This design comes from an exercise in tuning for small area on the open sky130 flow, not from production work. RTL that was checked went through simulation tests only; none was proved equivalent to the original. Power and IR drop assume default switching activity.

run a:
## tcp_offload
module tcp_offload (
    input  logic                i_clk,
    input  logic                i_reset,
    input  logic [39:0]         i_cpu_req,
    output logic [33:0]         o_cpu_rsp,
    input  logic [9:0]          i_rx,
    output logic [9:0]          o_tx
);
Size in the first run: ~2500 cells after synthesis, ~910 flip-flops, roughly 35000 sq um of cells after synthesis.
clock: 5.0 ns
lec_check: 0
cap_margin: 20
core_margin: 2
core_utilization: 65
place_density: 0.75
slew_margin: 20
cts_args: -sink_clustering_enable -repair_clock_nets -dont_use_dummy_load -buf_list "sky130_fd_sc_hd__clkbuf_4" -sink_clustering_size 10 -sink_clustering_max_diameter 40
buffer_ports_args: -buffer_cell sky130_fd_sc_hd__buf_1
standard.sh (not shown) runs the stock make flow with config.mk's settings and CLKGATE_MAP_FILE= SYNTH_SCRIPT=/design/flow/synth_recipe.tcl, a recipe that flattens the netlist after the stock synthesis.
==> flow/flow/run.sh <==
#!/bin/bash
cat >> config.mk <<'EOF'
export CTS_ARGS = -sink_clustering_enable -repair_clock_nets -dont_use_dummy_load -buf_list "sky130_fd_sc_hd__clkbuf_4" -sink_clustering_size 10 -sink_clustering_max_diameter 40
export BUFFER_PORTS_ARGS = -buffer_cell sky130_fd_sc_hd__buf_1
EOF
bash standard.sh > standard.log 2>&1
For run b, these inputs were changed with respect to run a:
--- a/flow/design.v
+++ b/flow/design.v
@@ -53,18 +53,19 @@
     assign rx_l   = i_rx[0];
     assign c_req  = i_cpu_req[39];
     assign c_wr   = i_cpu_req[38];
     assign c_addr = i_cpu_req[37:32];
     assign c_wd   = i_cpu_req[31:0];
     logic        st_pay_q;
     logic [1:0]  hcnt_q;         
     logic [31:0] hdr_q;
     logic        p_v_q, p_l_q, pv_q;
+    logic [7:0]  p_d_q;
     always_ff @(posedge i_clk) begin
         if (rst) begin
             st_pay_q <= 1'b0;
             hcnt_q <= 2'd0;
             p_v_q <= 1'b0;
             pv_q <= 1'b0;
         end else begin
             p_v_q <= st_pay_q & rx_v;
             pv_q <= st_pay_q & rx_v & hcnt_q[0];
@@ -80,18 +81,19 @@
                     end
                 end else begin
                     hcnt_q <= 2'd0;
                     if (rx_l) st_pay_q <= 1'b0;
                 end
             end
         end
     end
     always_ff @(posedge i_clk) begin
+        p_d_q <= rx_d;
         p_l_q <= rx_l;
         if (rx_v && !st_pay_q) hdr_q <= {hdr_q[23:0], rx_d};
     end
     logic [3:0]       s_full_q;      
     logic [3:0]       s_lenm1_q [4];
     logic [15:0]      s_remote_q [4];
     logic [15:0]      port_q [4];
     logic [3:0]       en_q;
     logic [3:0] match;
@@ -134,32 +136,28 @@
     end
     logic [3:0]   r_hit;         
     logic         w_en;
     logic [3:0]   last_row;
     logic [127:0] buf_q [4];
     logic [3:0]   shift;
     always_comb begin
         for (int i = 0; i < 4; i++) r_hit[i] = r_v_q & (sel_q == 2'(i));
     end
-    logic       d_pay, d_first;
-    logic [3:0] done_s;
-    assign d_pay = st_pay_q & rx_v;
-    assign d_first = hcnt_q[0];
-    assign w_en = d_pay & (d_first | ~wp_q[4]);
-    assign last_row = d_first ? 4'd0 : (wp_q[3:0] | {4{wp_q[4]}});
+    assign w_en = p_v_q & cur_hit & (pv_q | ~wp_q[4]);
+    assign last_row = pv_q ? 4'd0 : (wp_q[3:0] | {4{wp_q[4]}});
     always_ff @(posedge i_clk) begin
-        if (d_pay) begin
-            if (d_first) wp_q <= 5'd1;
+        if (p_v_q && cur_hit) begin
+            if (pv_q) wp_q <= 5'd1;
             else if (!wp_q[4]) wp_q <= wp_q + 5'd1;
         end
         for (int i = 0; i < 4; i++) begin
-            if (d_pay && rx_l && (!s_full_q[i] || done_s[i])) s_lenm1_q[i] <= last_row;
-            if (shift[i]) buf_q[i] <= {buf_q[i][119:0], rx_d};
+            if (p_v_q && p_l_q && !s_full_q[i]) s_lenm1_q[i] <= last_row;
+            if (shift[i]) buf_q[i] <= {buf_q[i][119:0], p_d_q};
         end
     end
     logic       g;
     logic [3:0] gnt_q;           
     logic [1:0] ptr_q;           
     logic [5:0] ph_q;            
     logic [3:0] row_q;           
     logic       pick_found;
     logic [1:0] pick;
@@ -189,20 +187,19 @@
     assign reg_c = ~reg_a & ~reg_b;
     assign thr = reg_a ? x : (reg_b ? x - 4'd6 : x - 4'd10);
     assign pay = ph_q[5];
     always_comb begin
         hrot = 1'b0;
         for (int k = 0; k < 5; k++) hrot = hrot | (ph_q[k] & (4'(k) >= thr));
     end
     always_comb begin
         for (int i = 0; i < 4; i++) begin
-            shift[i] = (w_en & ~s_full_q[i]) | (gnt_q[i] & (pay | hrot));
-            done_s[i] = gnt_q[i] & done;
+            shift[i] = (w_en & (cur_sel == 2'(i))) | (gnt_q[i] & (pay | hrot));
         end
     end
     assign done = pay & (row_q == x);
     always_comb begin
         tbyte = 8'd0;
         for (int i = 0; i < 4; i++) begin
             ys[i] = (port_q[i][15:8] & {8{ph_q[1]}}) | (port_q[i][7:0] & {8{ph_q[2]}}) |
                     (s_remote_q[i][15:8] & {8{ph_q[3]}}) | (s_remote_q[i][7:0] & {8{ph_q[4]}});
             ys[i] = ys[i] | (buf_q[i][8*5 +: 8] & {8{pay & reg_a}}) |
Results
[compare] base=run a new=run b: via count dropped 3.0%; xor-xnor portion of the synthesized cell area barely changed.
Run b vs. run a: register fraction of the total cell area rose by 1.3 points; cell count went down; total power picked up an extra about 0.4%; post-detailed-placement cell area shows a reduction of about 1.3%.
In the metrics for run a and run b, the one carrying the lower initial standard-cell utilization of the core is run a.
As far as final global-route overflow total goes, run b and run a are indistinguishable; the numbers are identical.
The final clock period utilization by the worst path number comes out higher for run a vs run b.
Compared with run a, run b shows a higher worst setup slack.
The total wire length after detailed routing of run b and that of run a are within noise of each other.
Reported for run a and run b, post-detailed-route DRC marker count turned out identical to the last digit.
Run b: fraction of power consumed by the clock network 0.2 points below run a
Run b vs run a — initial antenna violation count rose 4.
The RTL of run a was laid out without a check of its function.

==> port drivers added, routing unchanged <==
No port has a modelled driver above. Below, the same layouts with a new extraction and two added sets of constraints. Step 1 assumes that a clkbuf_16 drives the clock port and a buf_2 every other input. Step 2 moves the port delays by t, midway between the first and last clock arrival at a register: inputs arrive t later, outputs are due t later. That takes back most of the time a late clock gives input paths. Three values: no drivers, after step 1, after step 2; two values: the first two.
run | t (ns) | slack for setup (ns) | hold slack, ns | slew at the worst register clock pin (ns) | worst slew at a driven data input, ns
run a | 0.944 | 0.486 / 0.486 / 0.486 | 0.341 / 0.309 / 0.355 | 0.12 / 0.12 | 0.09
run b | 0.970 | 0.867 / 0.867 / 0.867 | 0.227 / 0.195 / 0.359 | 0.11 / 0.11 | 0.07
After both steps setup and hold are still met in every run listed.
